Source: an optimization exercise on an open RTL-to-GDS flow (aim: small area, a short achievable clock period and few clock cycles per item). Production flows keep margins and buffers that such runs may drop. Where RTL was checked, it was by simulation tests only, not by an equivalence proof against the original. Power is estimated from default activity; no workload was simulated.

Setup of v25:
// proc_simd_sat_alu_pipe
module proc_simd_sat_alu_pipe #(
   parameter int p_nbits       = 32,
   parameter int p_ov_set_wins = 1
) (
   input  logic               clk,
   input  logic               reset,
   input  logic               req_val,
   output logic               req_rdy,
   input  logic [3:0]         req_fn,
   input  logic [1:0]         req_ew,
   input  logic [p_nbits-1:0] req_in0,
   input  logic [p_nbits-1:0] req_in1,
   output logic               resp_val,
   input  logic               resp_rdy,
   output logic [p_nbits-1:0] resp_out,
   output logic               resp_sat,
   input  logic               ov_clr,
   output logic               ov_flag
);
For scale: about 2500 cells after synthesis, ~0.018 sq mm of cells after synthesis.
clock: 11.0 ns
lec_check: 0
abc_area: 1
cap_margin: 20
core_margin: 2
core_utilization: 65
cts_buf_list: sky130_fd_sc_hd__clkbuf_4 sky130_fd_sc_hd__clkbuf_8
cts_cluster_size: 30
place_density: 0.75
slew_margin: 20
standard.sh (not shown) runs the stock make flow with config.mk's settings and CLKGATE_MAP_FILE= SYNTH_SCRIPT=/design/flow/synth_recipe.tcl, a recipe that flattens the netlist after the stock synthesis.
==> flow/flow/run.sh <==
#!/bin/bash
set -o pipefail
export SETUP_SLACK_MARGIN=8
export TNS_END_PERCENT=0
bash standard.sh finish > standard_flow.log 2>&1
Testbench counts of v25, summed over its fixed seeds: cycles 16,024, items 16,000.
Edits applied to the flow inputs when going from v25 to v13:
- PLACE_DENSITY no longer set, was 0.75
- CORE_UTILIZATION now 55, was 65
==> flow/flow/run.sh <==
#!/bin/bash
set -o pipefail
export SETUP_SLACK_MARGIN=8
export TNS_END_PERCENT=0
export BUFFER_PORTS_ARGS="-buffer_cell sky130_fd_sc_hd__buf_2"
bash standard.sh finish > standard_flow.log 2>&1
Findings:
- v13: done, clean on timing, DRC and antenna
- The worst IR drop on VDD in v13 sits 23% below the value recorded for v25.
- v13 ends up with lower share of total power consumed by net switching than v25 does.
- Time the final worst path needs with I/O delays and setup (v13 over v25): decrease, 0.19 ns
- Looking at critical path start-end classification, the flop to flop result is from v25; the input port to flop one comes from v13.
## Diff of input files: v49 against v13
==> flow/flow/run.sh <==
#!/bin/bash
set -o pipefail
export SETUP_SLACK_MARGIN=8
export TNS_END_PERCENT=0
bash standard.sh finish > standard_flow.log 2>&1
### Flow results
v49: no failed stages, no open violations at the end
v49: utilization is 2.8 points higher than what v13 reported.
The run showing the greater layout-stage area growth over the synthesis result is v49.
Looking at sum of met2 wire segment lengths after detailed routing across v13 and v49, the one that comes out lower is v13.
The lower maximum ir drop on the vdd rail of v13 and v49 is in v13.
Final cell area: v49 above v13
Post-layout instance count excluding filler cells ends up lower on v13.

* * *

== run E ==
proc_simd_sat_alu_pipe, a different RTL version from the one above (not shown whole).
Size: about 220 flip-flops, about 110 I/O pins, about 19,000 sq um of cells after synthesis.
==> flow/config.mk <==
export PLATFORM = sky130hd
export DESIGN_NAME = proc_simd_sat_alu_pipe
export DESIGN_NICKNAME = proc_simd_sat_alu_pipe
export VERILOG_FILES = /design/flow/design.v
export SDC_FILE = /design/flow/constraint.sdc
export NUM_CORES = 4
export LEC_CHECK = 0
export CAP_MARGIN = 20
export CORE_MARGIN = 2
export CORE_UTILIZATION = 40
export SLEW_MARGIN = 20
==> flow/constraint.sdc <==
create_clock -name core_clock -period 11.0 [get_ports {clk}]
set_input_delay 2.2000 -clock core_clock [delete_from_list [all_inputs] [get_ports {clk}]]
set_output_delay 2.2000 -clock core_clock [all_outputs]
set_load 0.01 [all_outputs]
==> flow/flow/run.sh <==
#!/bin/bash
set -o pipefail
export SETUP_SLACK_MARGIN=8
export TNS_END_PERCENT=0
bash standard.sh finish > standard_flow.log 2>&1
Input-level comparison between run C and run E:
-- flow/flow/run.sh --
<<< run E, line 3
export SETUP_SLACK_MARGIN=8
>>> run C, line 3
export SETUP_SLACK_MARGIN=7
### Flow results
- | aggregate routed wire length | higher: run C |
- Ratio of final minimum period to clock period (run C over run E): decrease, 0.94 points
- Sequential portion of the cell area: run C vs run E down 0.62 points
- From run E to run C the numbers moved as follows: multi-input logic portion of the cell area went down 0.92 points; clock power went up about 0.6%; cell count went up about 1.7%.
- Proportion of final cell area spent on non-clock buffers for run C is higher than for run E.
- Between run E and run C, met2 wire length increased.
No functional check of the RTL was part of any run of this note.

* * *

Another version of the RTL of proc_simd_sat_alu_pipe (not shown whole).
Size in the first run: ~2000 cells after synthesis, ~0.018 mm² of cells after synthesis.
export LEC_CHECK = 0
export CAP_MARGIN = 20
export CORE_MARGIN = 2
export CORE_UTILIZATION = 55
export CTS_BUF_LIST = sky130_fd_sc_hd__clkbuf_4 sky130_fd_sc_hd__clkbuf_8
export CTS_CLUSTER_SIZE = 30
export SLEW_MARGIN = 20
create_clock -name core_clock -period 11.0 [get_ports {clk}]
==> flow/flow/run.sh <==
#!/bin/bash
set -o pipefail
export SETUP_SLACK_MARGIN=8
export TNS_END_PERCENT=0
bash standard.sh finish > standard_flow.log 2>&1
Edit:
- CORE_UTILIZATION: 55 -> 40
- CTS_BUF_LIST: sky130_fd_sc_hd__clkbuf_4 sky130_fd_sc_hd__clkbuf_8 -> unset
- CTS_CLUSTER_SIZE: 30 -> unset
Outcome:
- final area rises by 2.7%
- synthesized cell count does not change
- worst setup slack gets better by 68 ps
- non-clock buffer count rises by 29
- total power falls by 1.3%
- first-iteration DRC count falls by 12%
- clock power falls by 2.3%
- global-route usage falls by 13 points
Edit:
- ABC_AREA: unset -> 1
- CORE_UTILIZATION: 40 -> 55
- CTS_BUF_LIST: unset -> sky130_fd_sc_hd__clkbuf_4 sky130_fd_sc_hd__clkbuf_8
- CTS_CLUSTER_SIZE: unset -> 30
- total power grows by 5.8%
- die area shrinks by 28%
- count of clock-buffer cells in the layout grows by 18
- combinational power grows by about 7%
- cell area stays flat
- critical path depth stays the same
- global-route usage grows by 13 points
- setup slack improves by 430 ps
No functional check of the RTL was part of any run of this note.

* * *

Another version of the RTL of proc_simd_sat_alu_pipe (not shown whole).
For scale: roughly 240 flip-flops.
==> flow/design.v (excerpt) <==
module proc_simd_sat_alu_pipe #(
   parameter int p_nbits       = 32,
   parameter int p_ov_set_wins = 1
) (
   input  logic               clk,
   input  logic               reset,
   input  logic               req_val,
   output logic               req_rdy,
   input  logic [3:0]         req_fn,
   input  logic [1:0]         req_ew,
   input  logic [p_nbits-1:0] req_in0,
   input  logic [p_nbits-1:0] req_in1,
   output logic               resp_val,
   input  logic               resp_rdy,
   output logic [p_nbits-1:0] resp_out,
   output logic               resp_sat,
   input  logic               ov_clr,
   output logic               ov_flag
);
export LEC_CHECK = 0
export ABC_AREA = 1
export CAP_MARGIN = 20
export CORE_MARGIN = 2
export CORE_UTILIZATION = 55
export SLEW_MARGIN = 20
create_clock -name core_clock -period 11.0 [get_ports {clk}]
==> flow/flow/run.sh <==
#!/bin/bash
set -o pipefail
export SETUP_SLACK_MARGIN=8
export TNS_END_PERCENT=0
export BUFFER_PORTS_ARGS="-buffer_cell sky130_fd_sc_hd__buf_2"
bash standard.sh finish > standard_flow.log 2>&1
The starting point completed with no timing, DRC or antenna violations.
Testbench counts at the start, summed over its fixed seeds: cycles 16,024, items 16,000.
Edit:
- CTS_BUF_LIST: unset -> sky130_fd_sc_hd__clkbuf_4 sky130_fd_sc_hd__clkbuf_8
- CTS_CLUSTER_SIZE: unset -> 30
=> Clock-buffer cell count grows by 30; maximum frequency barely changes; worst setup slack degrades by 0.010 ns; final area grows slightly; power shrinks slightly; die area stays the same; flip-flop and latch count is unchanged; via count hardly moves; synthesized cell count does not change.

[separate check: timing with driven ports]
In the flow no input, the clock included, has a driving cell. The finished layouts below were timed again as built, in two steps. Step 1 sets driving cells, clkbuf_16 on the clock port and buf_2 on the other inputs (assumed; they add their load-dependent delay and slew). Step 2 adds t to the input delays and takes it off the output delays; t is the mean of the earliest and latest rising clock arrival at the registers after step 1. Input paths then give back, and output paths get back, about the clock's delay inside the block. a / b / c = ideal / step 1 / step 2; a / b = the first two.
| run | t (ns) | setup slack, ns | worst data-port slew with drivers (ns) |
|---|---|---|---|
| v25 | 0.605 | 6.768 / 6.768 / 6.293 | 0.05 |
| v13 | 0.651 | 6.963 / 6.994 / 6.347 | 0.03 |
| v49 | 0.657 | 7.088 / 7.116 / 6.458 | 0.05 |
| run E | 0.613 | 6.809 / 6.809 / 6.389 | 0.05 |
| run C | 0.629 | 6.912 / 6.912 / 6.380 | 0.07 |
| the first run of note 3 | 0.658 | 6.564 / 6.564 / 6.564 | 0.04 |
| the second run of note 3 | 0.625 | 6.632 / 6.632 / 6.632 | 0.05 |
| the third run of note 3 | 0.623 | 7.061 / 7.061 / 6.679 | 0.05 |
| the first run of note 4 | 0.615 | 7.125 / 7.133 / 6.520 | 0.06 |
| the second run of note 4 | 0.671 | 7.115 / 7.125 / 6.454 | 0.06 |
After both steps setup and hold are still met in every run listed. For the second run of note 4, which loses most, drivers alone change the setup slack by +0.010 ns; drivers and shift together by -0.661 ns.
